Background: an optimization exercise with open tools, aiming at small area and few clock cycles per item. Do not read the settings as production practice.
Function was checked by simulation only, so behaviour that the tests miss may differ from the original.

Setup of red:
Design srgb_to_xy_chromaticity, start of the top module:
module srgb_to_xy_chromaticity #(
  parameter int COMPONENT_BITS  = 8,
  parameter int COORD_FRAC_BITS = 16
) (
  input  logic                      clk,
  input  logic                      rst,
  input  logic                      in_valid,
  output logic                      in_ready,
  input  logic [COMPONENT_BITS-1:0] red,
  input  logic [COMPONENT_BITS-1:0] green,
  input  logic [COMPONENT_BITS-1:0] blue,
  output logic                      out_valid,
  input  logic                      out_ready,
  output logic [srgbxy_pkg::OUT_W-1:0] chroma_x,
  output logic [srgbxy_pkg::OUT_W-1:0] chroma_y,
  output logic                      black_input
);
  localparam logic [7:0] REGS = 8'b0101_0101;
  logic        recirc, in_order, take, skip;
  logic        fin_v, fin_head, fin_blk;
  logic [23:0] fin_pix;
  logic [15:0] fin_x, fin_y;
  logic        fin_nx, fin_ny;
  assign in_order = ~skip | fin_head;
  assign take     = fin_v & in_order & (~out_valid | out_ready);
  assign recirc   = fin_v & ~take;
  assign in_ready = ~recirc & ~skip;
  always_ff @(posedge clk) begin
    if (rst) begin
      skip <= 1'b0;
    end else if (fin_v) begin
      skip <= recirc;
    end
  end
  always_ff @(posedge clk) begin
    if (rst) begin
      out_valid <= 1'b0;
  ...
export LEC_CHECK = 0
export CAP_MARGIN = 20
export CORE_MARGIN = 2
export CORE_UTILIZATION = 62
export CTS_BUF_LIST = sky130_fd_sc_hd__clkbuf_4 sky130_fd_sc_hd__clkbuf_8
export CTS_CLUSTER_DIAMETER = 70
export CTS_CLUSTER_SIZE = 14
export GPL_TIMING_DRIVEN = 0
export SETUP_SLACK_MARGIN = 0.1
export SLEW_MARGIN = 20
export SYNTH_HIERARCHICAL = 1
create_clock -name core_clock -period 8.0 [get_ports {clk}]
standard.sh (not shown) runs the stock make flow with config.mk's settings and CLKGATE_MAP_FILE= SYNTH_SCRIPT=/design/flow/synth_recipe.tcl, a recipe that flattens the netlist after the stock synthesis.
==> flow/flow/run.sh <==
#!/bin/bash
# Layout: the standard flow (standard.sh), except that synthesis maps the
# logic with ABC for area (flow/abc_map.script) and leaves out ABC's
# buffering and gate sizing, so gates start at their smallest size and the
# layout's repair steps size and buffer only where timing or slew needs it. Everything else in synthesis is the standard flow's own
# synth_recipe.tcl, so the registers are the standard synthesis's.
set -euo pipefail
W="$(pwd)"

cat > "$W/flow_synth.tcl" <<EOT
proc abc {args} {
  set i [lsearch -exact \$args -script]
  if {\$i >= 0} { lset args [expr {\$i + 1}] {$W/flow/abc_map.script} }
  yosys abc {*}\$args
}
source {$W/synth_recipe.tcl}
EOT

sed "s#SYNTH_SCRIPT=[^ ]*#SYNTH_SCRIPT=$W/flow_synth.tcl#" standard.sh > standard_synth.sh
grep -q "SYNTH_SCRIPT=$W/flow_synth.tcl" standard_synth.sh

bash standard_synth.sh synth > synth.log 2>&1
bash standard.sh > layout.log 2>&1
==> flow/flow/abc_map.script <==
&get -n
&st
&dch
&nf -a
&put
Testbench counts of red, summed over its fixed seeds: cycles 16,056, items 16,000.
Here is what was changed in the inputs of blue compared with red.
- a change of CORE_UTILIZATION from 62 to 50
==> flow/run.sh (new file) <==
#!/bin/bash
# synth_recipe.tcl (not shown) runs the flow's synth.tcl, then flattens the netlist and writes it again
# the make line also repeats each setting of config.mk as NAME=value (left out here)
make -C /OpenROAD-flow-scripts/flow DESIGN_CONFIG=/design/flow/config.mk WORK_HOME=/design/flow/orfs CLKGATE_MAP_FILE= SYNTH_SCRIPT=/design/flow/synth_recipe.tcl finish
removed: flow/flow/run.sh
removed: flow/flow/abc_map.script
removed: flow/standard.sh
--- outcome ---
- Re number of detailed-route iterations in the first pass: no difference whatsoever between red and blue.
Inputs modified between blue and green:
==> flow/flow/run.sh (new file) <==
#!/bin/bash
# Layout: the standard flow (standard.sh), except that synthesis maps the
# logic with ABC but leaves out ABC's final buffering and gate sizing (the
# lines after &put in ORFS's abc_speed.script), so gates start at their
# smallest size and the layout's repair steps size and buffer only where
# timing or slew needs it. Everything else in synthesis is the standard flow's own
# synth_recipe.tcl, so the registers are the standard synthesis's.
set -euo pipefail
W="$(pwd)"

cat > "$W/flow_synth.tcl" <<EOT
proc abc {args} {
  set i [lsearch -exact \$args -script]
  if {\$i >= 0} { lset args [expr {\$i + 1}] {$W/flow/abc_map.script} }
  yosys abc {*}\$args
}
source {$W/synth_recipe.tcl}
EOT

sed "s#SYNTH_SCRIPT=[^ ]*#SYNTH_SCRIPT=$W/flow_synth.tcl#" standard.sh > standard_synth.sh
grep -q "SYNTH_SCRIPT=$W/flow_synth.tcl" standard_synth.sh

bash standard_synth.sh synth > synth.log 2>&1
bash standard.sh > layout.log 2>&1
==> flow/flow/abc_map.script (new file) <==
&get -n
&st
&dch
&nf -a
&put
==> flow/standard.sh (new file) <==
#!/bin/bash
# synth_recipe.tcl (not shown) runs the flow's synth.tcl, then flattens the netlist and writes it again
# the make line also repeats each setting of config.mk as NAME=value (left out here)
make -C /OpenROAD-flow-scripts/flow DESIGN_CONFIG=/design/flow/config.mk WORK_HOME=/design/flow/orfs CLKGATE_MAP_FILE= SYNTH_SCRIPT=/design/flow/synth_recipe.tcl "${@:-finish}"
removed: flow/run.sh
[summary]
Max freq blue -> green: improved
Between green and blue, synthesized cell count is lower for green, blue comes in above that.
Cmp green vs blue: hold slack lower in green
green: flow completed, timing, DRC and antenna clean
On global-route track usage on met2, the higher figure sits with blue, not green.
Of green and blue, the higher maximum number of pins on one net before global-route repair belongs to green.
Going from blue to green, clock-buffer cell count moved down, fraction of area in multi-input gates moved up, worst slack at placement moved down, number of signal-net buffers in the layout moved down.
### green -> orange
==> flow/flow/abc_map.script <==
&get -n
&st
&dch
&nf
&st
&syn2
&if -g -K 6
&synch2
&nf
&st
&syn2
&if -g -K 6
&synch2
&nf
&st
&syn2
&if -g -K 6
&synch2
&nf
&st
&syn2
&if -g -K 6
&synch2
&nf
&st
&syn2
&if -g -K 6
&synch2
&nf
&put
Results
When the final numbers for green and orange were put side by side, the initial antenna violation count turned out to be greater in orange.
Going from green to orange, the transition time at the pin with the least slew margin was found to have gone down by 0.087 ns.
green → orange: cell area after synthesis moved up, total setup buffers inserted after CTS now smaller.
Diff green -> orange: cell area has increased, biggest cell delay along the critical path up 0.05 ns, global-route wire length before repair has remained practically unchanged.
Changes in purple relative to orange:
==> flow/flow/run.sh <==
#!/bin/bash
# Layout: the standard flow (standard.sh), except that synthesis maps the
# logic with ABC for area (flow/abc_map.script) and leaves out ABC's
# buffering and gate sizing, so gates start at their smallest size and the
# layout's repair steps size and buffer only where timing or slew needs it.
# Everything else in synthesis is the standard flow's own synth_recipe.tcl, so the
# registers are the standard synthesis's. After global routing, ORFS's power
# recovery (RECOVER_POWER) downsizes gates on paths with slack to spare.
set -euo pipefail
W="$(pwd)"

cat > "$W/flow_synth.tcl" <<EOT
proc abc {args} {
  set i [lsearch -exact \$args -script]
  if {\$i >= 0} { lset args [expr {\$i + 1}] {$W/flow/abc_map.script} }
  yosys abc {*}\$args
}
source {$W/synth_recipe.tcl}
EOT

sed "s#SYNTH_SCRIPT=[^ ]*#SYNTH_SCRIPT=$W/flow_synth.tcl#" standard.sh > standard_synth.sh
grep -q "SYNTH_SCRIPT=$W/flow_synth.tcl" standard_synth.sh

sed 's#"\${@:-finish}"#RECOVER_POWER=100 "${@:-finish}"#' standard.sh > standard_layout.sh
grep -q "RECOVER_POWER=100" standard_layout.sh

bash standard_synth.sh synth > synth.log 2>&1
bash standard_layout.sh > layout.log 2>&1
==> flow/flow/abc_map.script <==
&get -n
&st
&dch
&nf -a
&put
[summary]
In purple the implementation completed, yet the final layout does not meet the checks, the culprit being capacitance limit, slew limit. Compare orange and purple | hold slack higher: purple. orange -> purple: standard-cell row count decreased slightly. As of purple, via count had fallen slightly compared to orange. Compared to orange, the routing of purple uses more wire. Clock period minus final worst setup slack was lower in the run labelled orange. The lower layout buffer count excluding clock buffers of orange and purple is in purple. r2_t[33] as the critical path startpoint was reported by purple, and r1_b[5] by orange. orange reports its critical path capture point as r2_y[38] while purple reports g_md[2].qy[0]. Area share of buffers outside the clock network: purple lower than orange.

srgb_to_xy_chromaticity again, from the RTL that the note above started with.
// srgb_to_xy_chromaticity
module srgb_to_xy_chromaticity #(
  parameter int COMPONENT_BITS  = 8,
  parameter int COORD_FRAC_BITS = 16
) (
  input  logic                      clk,
  input  logic                      rst,
  input  logic                      in_valid,
  output logic                      in_ready,
  input  logic [COMPONENT_BITS-1:0] red,
  input  logic [COMPONENT_BITS-1:0] green,
  input  logic [COMPONENT_BITS-1:0] blue,
  output logic                      out_valid,
  input  logic                      out_ready,
  output logic [srgbxy_pkg::OUT_W-1:0] chroma_x,
  output logic [srgbxy_pkg::OUT_W-1:0] chroma_y,
  output logic                      black_input
);
Settings: LEC_CHECK=0, CAP_MARGIN=20, CORE_MARGIN=2, CORE_UTILIZATION=50, CTS_BUF_LIST=sky130_fd_sc_hd__clkbuf_4 sky130_fd_sc_hd__clkbuf_8, CTS_CLUSTER_DIAMETER=70, CTS_CLUSTER_SIZE=14, GPL_TIMING_DRIVEN=0, SETUP_SLACK_MARGIN=0.1, SLEW_MARGIN=20, SYNTH_HIERARCHICAL=1; clock period 8.0 ns.
==> flow/flow/run.sh <==
#!/bin/bash
# Layout: the standard flow (standard.sh), except that synthesis maps the
# logic with ABC but leaves out ABC's final buffering and gate sizing (the
# lines after &put in ORFS's abc_speed.script), so gates start at their
# smallest size and the layout's repair steps size and buffer only where
# timing or slew needs it. Everything else in synthesis is the standard flow's own
# synth_recipe.tcl, so the registers are the standard synthesis's.
set -euo pipefail
W="$(pwd)"

cat > "$W/flow_synth.tcl" <<EOT
proc abc {args} {
  set i [lsearch -exact \$args -script]
  if {\$i >= 0} { lset args [expr {\$i + 1}] {$W/flow/abc_map.script} }
  yosys abc {*}\$args
}
source {$W/synth_recipe.tcl}
EOT

sed "s#SYNTH_SCRIPT=[^ ]*#SYNTH_SCRIPT=$W/flow_synth.tcl#" standard.sh > standard_synth.sh
grep -q "SYNTH_SCRIPT=$W/flow_synth.tcl" standard_synth.sh

bash standard_synth.sh synth > synth.log 2>&1
bash standard.sh > layout.log 2>&1
==> flow/flow/abc_map.script <==
&get -n
&st
&dch
&nf
&st
&syn2
&if -g -K 6
&synch2
&nf -a
&put
Testbench counts at the start, summed over its fixed seeds: cycles 16,056, items 16,000.
==> next run, changes <==
--- a/flow/flow/run.sh
+++ b/flow/flow/run.sh
@@ -2,6 +2,5 @@
 # Layout: the standard flow (standard.sh), except that synthesis maps the
-# logic with ABC but leaves out ABC's final buffering and gate sizing (the
-# lines after &put in ORFS's abc_speed.script), so gates start at their
-# smallest size and the layout's repair steps size and buffer only where
-# timing or slew needs it. Everything else in synthesis is the standard flow's own
+# logic with ABC for area (flow/abc_map.script) and leaves out ABC's
+# buffering and gate sizing, so gates start at their smallest size and the
+# layout's repair steps size and buffer only where timing or slew needs it. Everything else in synthesis is the standard flow's own
 # synth_recipe.tcl, so the registers are the standard synthesis's.
==> flow/flow/abc_map.script (replaced) <==
&get -n
&st
&dch
&nf -a
&put
After rerunning:
- clock-buffer cell count goes down by 4
- critical path depth goes down by 3
- non-clock buffer count goes down by 35

what the ideal ports hide:
How much do the figures lean on ideal ports? The routed layouts below were timed once more, with nothing changed but the port constraints. Step 1 (the two cells are an assumption about what drives the block):
set clk [get_ports {clk}]
set_driving_cell -lib_cell sky130_fd_sc_hd__clkbuf_16 $clk
set_driving_cell -lib_cell sky130_fd_sc_hd__buf_2 [delete_from_list [all_inputs] $clk]
Step 2 also shifts input and output timing later by t, the mid clock arrival at the registers, as if the neighbouring blocks saw the same clock. Slacks: ideal ports / drivers / drivers and shift; pairs: ideal ports / drivers.
| run | shift t [ns] | setup slack, ns | cell pins on the clock port's net |
|---|---|---|---|
| red | 0.959 | 0.153 / 0.153 / -0.305 | 1 |
| blue | 0.944 | 0.164 / 0.164 / 0.164 | 1 |
| green | 0.960 | 0.190 / 0.190 / -0.269 | 1 |
| orange | 0.954 | 0.259 / 0.259 / 0.259 | 1 |
| purple | 0.960 | 0.188 / 0.188 / -0.302 | 1 |
| the first run of note 2 | 0.980 | 0.236 / 0.236 / 0.236 | 1 |
| the second run of note 2 | 0.960 | 0.190 / 0.190 / -0.269 | 1 |
The setup slack of purple, which loses most, moves by 0.000 ns with the drivers and by -0.490 ns with both steps.
